This is an optimization exercise on Yosys and OpenROAD, whose aim is small area, a short achievable clock period and few clock cycles per item, not a production implementation. In this exercise RTL edits were held to simulation tests only and were not proved equivalent to the original. No activity file was given, so power comes from the tool's default toggle rates.

==> job 9314 <==
==> flow/design.v <==
package acar_pkg;
  localparam int ENTRIES_DEF  = 16;
  localparam int REQUESTS_DEF = 16;
  localparam logic [2:0] OP_LOOKUP  = 3'd0;
  localparam logic [2:0] OP_INSERT  = 3'd1;
  localparam logic [2:0] OP_QUEUE   = 3'd2;
  localparam logic [2:0] OP_REMREQ  = 3'd3;
  localparam logic [2:0] OP_REMENT  = 3'd4;
  localparam logic [2:0] OP_CLEAR   = 3'd5;
  localparam logic [2:0] OP_TICK    = 3'd6;
  localparam logic [1:0] KIND_ANSWER = 2'd0;
  localparam logic [1:0] KIND_SEND   = 2'd1;
  localparam logic [1:0] KIND_GIVEUP = 2'd2;
  localparam logic CFG_TIMEOUT = 1'b0;
  localparam logic CFG_SENDS   = 1'b1;
  localparam logic [7:0] TIMEOUT_RST = 8'd30;
  localparam logic [3:0] SENDS_RST   = 4'd5;
  typedef struct packed {
    logic [1:0]  kind;
    logic        found;
    logic [31:0] ip;
    logic [47:0] mac;
    logic        full;
    logic        last;
  } result_t;
endpackage
module acar_ram #(
  parameter int WIDTH = 8,
  parameter int DEPTH = 16
) (
  input  logic                     clk,
  input  logic                     we,
  input  logic [$clog2(DEPTH)-1:0] waddr,
  input  logic [WIDTH-1:0]         wdata,
  input  logic [$clog2(DEPTH)-1:0] raddr,
  output logic [WIDTH-1:0]         rdata
);
  logic [WIDTH-1:0] mem [DEPTH];
  always_ff @(posedge clk) begin
    if (we) begin
      mem[waddr] <= wdata;
    end
    rdata <= mem[raddr];
  end
endmodule
module acar_outreg (
  input  logic             clk,
  input  logic             rst,
  input  logic             load,
  input  acar_pkg::result_t din,
  output logic             busy,
  output logic             valid,
  input  logic             ready,
  output acar_pkg::result_t dout
);
  always_ff @(posedge clk) begin
    if (rst) begin
      valid <= 1'b0;
    end else if (load) begin
      valid <= 1'b1;
    end else if (ready) begin
      valid <= 1'b0;
    end
    if (load) begin
      dout <= din;
    end
  end
  assign busy = valid && !ready;
endmodule
module arp_cache_aging_retry #(
  parameter int ENTRIES  = acar_pkg::ENTRIES_DEF,
  parameter int REQUESTS = acar_pkg::REQUESTS_DEF
) (
  input  logic        clk,
  input  logic        rst,
  input  logic        valid,
  output logic        ready,
  input  logic [2:0]  opcode,
  input  logic [31:0] ip_address,
  input  logic [47:0] mac_address,
  output logic        out_valid,
  input  logic        out_ready,
  output logic [1:0]  kind,
  output logic        found,
  output logic [31:0] ip_out,
  output logic [47:0] mac_out,
  output logic        full_res,
  output logic        last,
  input  logic        cfg_valid,
  output logic        cfg_ready,
  input  logic        cfg_index,
  input  logic [7:0]  cfg_data
);
  localparam int NE = ENTRIES;
  localparam int NR = REQUESTS;
  logic [7:0]  entry_timeout;
  logic [3:0]  max_sends;
  logic        s1_v;
  logic        is_lk, is_ins, is_q, is_rr, is_re, is_clr, is_tk;   
  logic [31:0] s1_ip;
  logic [47:0] s1_mac;
  logic [NE-1:0] s1_eqc;    
  logic [NR-1:0] s1_eqr;    
  logic [NE-1:0]       c_v;
  logic [NE-1:0][31:0] c_ip;
  logic [NE-1:0][47:0] c_mac;
  logic [NE-1:0][7:0]  c_age;
  logic [NE-1:0]       c_exp;     
  logic [NE-1:0][NE-1:0] c_ord;   
  logic [NE-1:0]       c_free;    
  logic                c_full;
  logic [NR-1:0]       r_v;
  logic [NR-1:0][31:0] r_ip;
  logic [NR-1:0][3:0]  r_snd;
  logic [NR-1:0]       r_age;
  logic [NR-1:0][NR-1:0] r_ord;
  logic [NR-1:0]       r_free;
  logic                r_full;
  logic          tk;
  logic [NR-1:0] pend;
  logic [NR-1:0] nf;
  logic        ov, tv;
  logic [1:0]  h_kind, t_kind;
  logic        h_found, t_found, h_full, t_full, h_last, t_last;
  logic [31:0] h_ip, t_ip;
  logic [47:0] h_mac;
  logic [NE-1:0] t_sel;
  logic        rdy_q, cfg_rdy_q;
  assign ready     = rdy_q;
  assign cfg_ready = cfg_rdy_q;
  assign out_valid = ov;
  assign kind      = h_kind;
  assign found     = h_found;
  assign ip_out    = h_ip;
  assign mac_out   = h_mac;
  assign full_res  = h_full;
  assign last      = h_last;
  logic space, go;
  assign space = !tv;
  assign go    = s1_v && space;
  function automatic logic [NE-1:0] first_in_order(input logic [NE-1:0] m,
                                                   input logic [NE*NE-1:0] ord);
    logic [NE-1:0] f;
    for (int i = 0; i < NE; i++) begin
      f[i] = m[i];
      for (int j = 0; j < NE; j++) begin
        if (j < i && m[j] && ord[j*NE+i]) f[i] = 1'b0;
        if (j > i && m[j] && !ord[i*NE+j]) f[i] = 1'b0;
      end
    end
    first_in_order = f;
  endfunction
  function automatic logic [NE-1:0] first_zero(input logic [NE-1:0] v);
    logic [NE-1:0] f;
    for (int i = 0; i < NE; i++) begin
      f[i] = !v[i];
      for (int j = 0; j < i; j++) f[i] = f[i] & v[j];
    end
    first_zero = f;
  endfunction
  logic [NE-1:0] c_m, c_first, c_ins;
  logic          c_hit;
  assign c_m     = s1_eqc & c_v & {NE{is_lk && !tv}};   
  assign c_hit   = |c_m;
  assign c_first = first_in_order(c_m, c_ord);
  logic [NR-1:0] r_m, r_notify, r_ins;
  logic [NR-1:0] r_give;   
  logic          r_hit, r_any;
  logic [31:0]   r_nip;
  logic          r_ngive;
  assign r_m      = s1_eqr & r_v;
  assign r_hit    = |r_m;
  assign r_notify = r_v & r_age;
  assign r_any    = |nf;
  always_comb begin
    r_nip = '0;
    for (int i = 0; i < NR; i++) begin
      r_nip = r_nip | ({32{nf[i]}} & r_ip[i]);
    end
    r_ngive = |(nf & (tk ? ~r_v : r_give));
  end
  logic notice, vacate, tick_start;
  assign notice     = is_tk && r_any;
  assign vacate     = go && !notice;
  assign tick_start = go && is_tk && !tk;
  assign c_ins = c_ins_any ? c_free : '0;
  assign r_ins = r_ins_any ? r_free : '0;
  logic [1:0]    x_kind;
  logic          x_found, x_full, x_last;
  logic [31:0]   x_ip;
  logic [NE-1:0] x_sel;
  always_comb begin
    x_kind  = acar_pkg::KIND_ANSWER;
    x_found = 1'b0;
    x_ip    = s1_ip;
    x_sel   = '0;
    x_full  = 1'b0;
    x_last  = 1'b1;
    if (notice) begin
      x_kind = r_ngive ? acar_pkg::KIND_GIVEUP : acar_pkg::KIND_SEND;
      x_ip   = r_nip;
      x_last = 1'b0;
    end
    if (is_lk) begin
      x_found = c_hit;
      x_sel   = c_first;
    end
    if (is_ins) begin
      x_found = r_hit;
      x_full  = c_full;
    end
    if (is_q) begin
      x_found = r_hit;
      x_full  = !r_hit && r_full;
    end
  end
  logic [NE-1:0] c_v_d, c_vb, c_free_n;
  logic [NR-1:0] r_vb, r_free_n;
  logic          c_full_n, r_full_n, c_ins_any, r_ins_any;
  logic [NR-1:0] r_v_d, r_age_d, pend_d, cand_d;
  logic          tk_d;
  always_comb begin
    for (int i = 0; i < NE; i++) begin
      c_v_d[i] = c_v[i];
      if (go && is_re && s1_eqc[i]) c_v_d[i] = 1'b0;
      if (tick_start && c_exp[i]) c_v_d[i] = 1'b0;
      if (go && is_clr) c_v_d[i] = 1'b0;
      c_vb[i] = c_v_d[i];
      if (c_ins[i]) c_v_d[i] = 1'b1;
    end
    for (int i = 0; i < NR; i++) begin
      r_v_d[i]   = r_v[i];
      r_age_d[i] = r_age[i];
      if (go && is_rr && s1_eqr[i]) r_v_d[i] = 1'b0;
      if (tick_start) begin
        r_age_d[i] = !r_age[i];
        if (r_notify[i] && r_give[i]) r_v_d[i] = 1'b0;
      end
      if (go && is_clr) r_v_d[i] = 1'b0;
      r_vb[i] = r_v_d[i];
      if (r_ins[i]) begin
        r_v_d[i]   = 1'b1;
        r_age_d[i] = 1'b0;
      end
    end
    c_ins_any = go && is_ins && !c_full;
    r_ins_any = go && is_q && !r_hit && !r_full;
    c_free_n  = c_ins_any ? first_zero(c_v | c_free) : first_zero(c_vb);
    c_full_n  = c_ins_any ? &(c_v | c_free) : &c_vb;
    r_free_n  = r_ins_any ? first_zero(r_v | r_free) : first_zero(r_vb);
    r_full_n  = r_ins_any ? &(r_v | r_free) : &r_vb;
    pend_d = pend;
    tk_d   = tk;
    if (go && is_tk) begin
      pend_d = (tk ? pend : r_notify) & ~nf;
      tk_d   = r_any;
    end
    cand_d = tk_d ? pend_d : (r_v_d & r_age_d);
  end
  logic          accept, pop, push, s1_v_d, ov_d, tv_d, rdy_d, same_ip, tk1_d;
  assign accept  = valid && rdy_q;
  assign pop     = ov && out_ready;
  assign push    = go;
  assign s1_v_d  = accept || (s1_v && !vacate);
  assign tk1_d   = accept ? (opcode == acar_pkg::OP_TICK) : is_tk;
  assign tv_d    = (tv && !pop) || (push && ov && !pop);
  assign ov_d    = push || tv || (ov && !pop);
  assign rdy_d   = !s1_v_d || (!tv_d && !(tk1_d && |cand_d));
  assign same_ip = (ip_address == s1_ip);
  always_ff @(posedge clk) begin
    if (rst) begin
      s1_v          <= 1'b0;
      c_v           <= '0;
      r_v           <= '0;
      c_free        <= NE'(1);
      c_full        <= 1'b0;
      r_free        <= NR'(1);
      r_full        <= 1'b0;
      tk            <= 1'b0;
      ov            <= 1'b0;
      tv            <= 1'b0;
      rdy_q         <= 1'b1;
      cfg_rdy_q     <= 1'b1;
      entry_timeout <= acar_pkg::TIMEOUT_RST;
      max_sends     <= acar_pkg::SENDS_RST;
    end else begin
      s1_v      <= s1_v_d;
      c_v       <= c_v_d;
      r_v       <= r_v_d;
      c_free    <= c_free_n;
      c_full    <= c_full_n;
      r_free    <= r_free_n;
      r_full    <= r_full_n;
      tk        <= tk_d;
      ov        <= ov_d;
      tv        <= tv_d;
      rdy_q     <= rdy_d;
      cfg_rdy_q <= !s1_v_d;
      entry_timeout <= to_d;
      max_sends <= ms_d;
    end
  end
  logic [7:0]          to_d;
  logic [3:0]          ms_d;
  logic [NE-1:0][7:0]  c_age_d;
  logic [NR-1:0][3:0]  r_snd_d;
  always_comb begin
    to_d = entry_timeout;
    ms_d = max_sends;
    if (rst) begin
      to_d = acar_pkg::TIMEOUT_RST;
      ms_d = acar_pkg::SENDS_RST;
    end else if (cfg_valid && cfg_rdy_q) begin
      if (cfg_index == acar_pkg::CFG_TIMEOUT) to_d = cfg_data;
      else ms_d = cfg_data[3:0];
    end
    for (int i = 0; i < NE; i++) begin
      c_age_d[i] = c_age[i];
      if (c_ins[i]) c_age_d[i] = 8'd0;
      else if (tick_start && c_age[i] != 8'hFF) c_age_d[i] = c_age[i] + 8'd1;
    end
    for (int i = 0; i < NR; i++) begin
      r_snd_d[i] = r_snd[i];
      if (r_ins[i]) r_snd_d[i] = 4'd0;
      else if (tick_start && r_notify[i] && !r_give[i] && r_snd[i] != 4'hF)
        r_snd_d[i] = r_snd[i] + 4'd1;
    end
  end
  always_ff @(posedge clk) begin
    for (int i = 0; i < NE; i++) begin
      c_age[i] <= c_age_d[i];
      c_exp[i] <= (c_age_d[i] >= to_d) && !(&c_age_d[i] && &to_d);
    end
    for (int i = 0; i < NR; i++) begin
      r_snd[i]  <= r_snd_d[i];
      r_give[i] <= (r_snd_d[i] >= ms_d);
    end
    if (rdy_q) begin
      is_lk  <= (opcode == acar_pkg::OP_LOOKUP);
      is_ins <= (opcode == acar_pkg::OP_INSERT);
      is_q   <= (opcode == acar_pkg::OP_QUEUE);
      is_rr  <= (opcode == acar_pkg::OP_REMREQ);
      is_re  <= (opcode == acar_pkg::OP_REMENT);
      is_clr <= (opcode == acar_pkg::OP_CLEAR);
      is_tk  <= (opcode == acar_pkg::OP_TICK);
      s1_ip  <= ip_address;
      s1_mac <= mac_address;
      for (int i = 0; i < NE; i++) s1_eqc[i] <= c_ins[i] ? same_ip : (c_ip[i] == ip_address);
      for (int i = 0; i < NR; i++) s1_eqr[i] <= r_ins[i] ? same_ip : (r_ip[i] == ip_address);
    end
    pend <= pend_d;
    nf   <= first_in_order(cand_d, r_ord);
    for (int i = 0; i < NE; i++) begin
      if (c_ins[i]) begin
        c_ip[i]  <= s1_ip;
        c_mac[i] <= s1_mac;
      end
      for (int j = i + 1; j < NE; j++) begin
        if (c_ins[j]) c_ord[i][j] <= 1'b1;
        else if (c_ins[i]) c_ord[i][j] <= 1'b0;
      end
    end
    for (int i = 0; i < NR; i++) begin
      r_age[i] <= r_age_d[i];
      if (r_ins[i]) begin
        r_ip[i]  <= s1_ip;
      end
      for (int j = i + 1; j < NR; j++) begin
        if (r_ins[j]) r_ord[i][j] <= 1'b1;
        else if (r_ins[i]) r_ord[i][j] <= 1'b0;
      end
    end
  end
  logic [NE-1:0] h_sel;
  logic [47:0]   h_mac_d;
  always_comb begin
    h_sel   = x_sel | ({NE{tv}} & t_sel);   
    h_mac_d = '0;
    for (int i = 0; i < NE; i++) begin
      h_mac_d = h_mac_d | ({48{h_sel[i]}} & c_mac[i]);
    end
  end
  always_ff @(posedge clk) begin
    if (rst) begin
      h_kind  <= '0;
      h_found <= 1'b0;
      h_ip    <= '0;
      h_mac   <= '0;
      h_full  <= 1'b0;
      h_last  <= 1'b0;
    end else if (tv ? pop : (push && (!ov || pop))) begin
      h_kind  <= tv ? t_kind  : x_kind;
      h_found <= tv ? t_found : x_found;
      h_ip    <= tv ? t_ip    : x_ip;
      h_mac   <= h_mac_d;
      h_full  <= tv ? t_full  : x_full;
      h_last  <= tv ? t_last  : x_last;
    end
    if (push && ov && !pop) begin
      t_kind  <= x_kind;
      t_found <= x_found;
      t_ip    <= x_ip;
      t_sel   <= x_sel;
      t_full  <= x_full;
      t_last  <= x_last;
    end
  end
endmodule
==> flow/run.sh <==
#!/bin/bash
# synth_recipe.tcl (not shown) runs the flow's synth.tcl, then flattens the netlist and writes it again
# the make line also repeats each setting of config.mk as NAME=value (left out here)
make -C /OpenROAD-flow-scripts/flow DESIGN_CONFIG=/design/flow/config.mk WORK_HOME=/design/flow/orfs CLKGATE_MAP_FILE= SYNTH_SCRIPT=/design/flow/synth_recipe.tcl finish
==> flow/config.mk <==
export PLATFORM = sky130hd
export DESIGN_NAME = arp_cache_aging_retry
export DESIGN_NICKNAME = arp_cache_aging_retry
export VERILOG_FILES = /design/flow/design.v
export SDC_FILE = /design/flow/constraint.sdc
export NUM_CORES = 4
export LEC_CHECK = 0
export CAP_MARGIN = 20
export CORE_MARGIN = 2
export CORE_UTILIZATION = 50
export CTS_CLUSTER_DIAMETER = 100
export CTS_CLUSTER_SIZE = 25
export SETUP_SLACK_MARGIN = 4.6
export SLEW_MARGIN = 20
==> flow/constraint.sdc <==
create_clock -name core_clock -period 8.0 [get_ports {clk}]
set_input_delay 1.6000 -clock core_clock [delete_from_list [all_inputs] [get_ports {clk}]]
set_output_delay 1.6000 -clock core_clock [all_outputs]
set_load 0.01 [all_outputs]
==> job 2726: changes against job 9314 <==
SETUP_SLACK_MARGIN = 4.7   (was 4.6)
==> job 5860: changes against job 9314 <==
CORE_UTILIZATION = 60   (was 50)
SETUP_SLACK_MARGIN = 4.7   (was 4.6)
==> run notes <==
- Job 9314 produced a clean layout. Job 5860 completed without violations. Job 2726 passed the timing, design-rule and antenna checks.
- Worst hold slack: job 9314 < job 2726 < job 5860.
- Final area: job 5860 > job 2726 > job 9314.
- Synthesized cell count is the same in job 5860 and job 2726.
- Critical path depth is the same in job 9314 and job 5860.
- Global-route usage, highest first: job 5860, job 2726, job 9314.
- Count of clock-buffer cells in the layout: job 2726 > job 9314 > job 5860.
- Sequential power is about the same in job 5860 and job 2726.
Testbench counts of job 9314, summed over its fixed seeds: cycles 6,898, items 4,800.
Testbench counts of job 2726, summed over its fixed seeds: cycles 6,898, items 4,800.
Testbench counts of job 5860, summed over its fixed seeds: cycles 6,898, items 4,800.

what the ideal ports hide:
Ports are ideal in the flow. The routed layouts listed here were re-timed in OpenROAD.
Step 1 (the two cells are an assumption about what drives the block):
set clk [get_ports {clk}]
set_driving_cell -lib_cell sky130_fd_sc_hd__clkbuf_16 $clk
set_driving_cell -lib_cell sky130_fd_sc_hd__buf_2 [delete_from_list [all_inputs] $clk]
Step 2 moves the port delays by t, midway between the first and last clock arrival at a register: inputs arrive t later, outputs are due t later. That takes back most of the time a late clock gives input paths.
a / b / c = ideal / step 1 / step 2; a / b = the first two.
run | shift t [ns] | slack for setup (ns) | hold slack, ns | cell pins on the clock port's net
job 9314 | 0.941 | 4.353 / 4.424 / 3.483 | 0.455 / 0.455 / 0.455 | 1
job 2726 | 0.940 | 4.575 / 4.575 / 3.669 | 0.465 / 0.465 / 0.465 | 1
job 5860 | 0.943 | 4.500 / 4.516 / 3.624 | 0.469 / 0.469 / 0.469 | 1
After both steps setup and hold are still met in every run listed. For job 2726, which loses most, drivers alone change the setup slack by 0.000 ns; drivers and shift together by -0.906 ns.
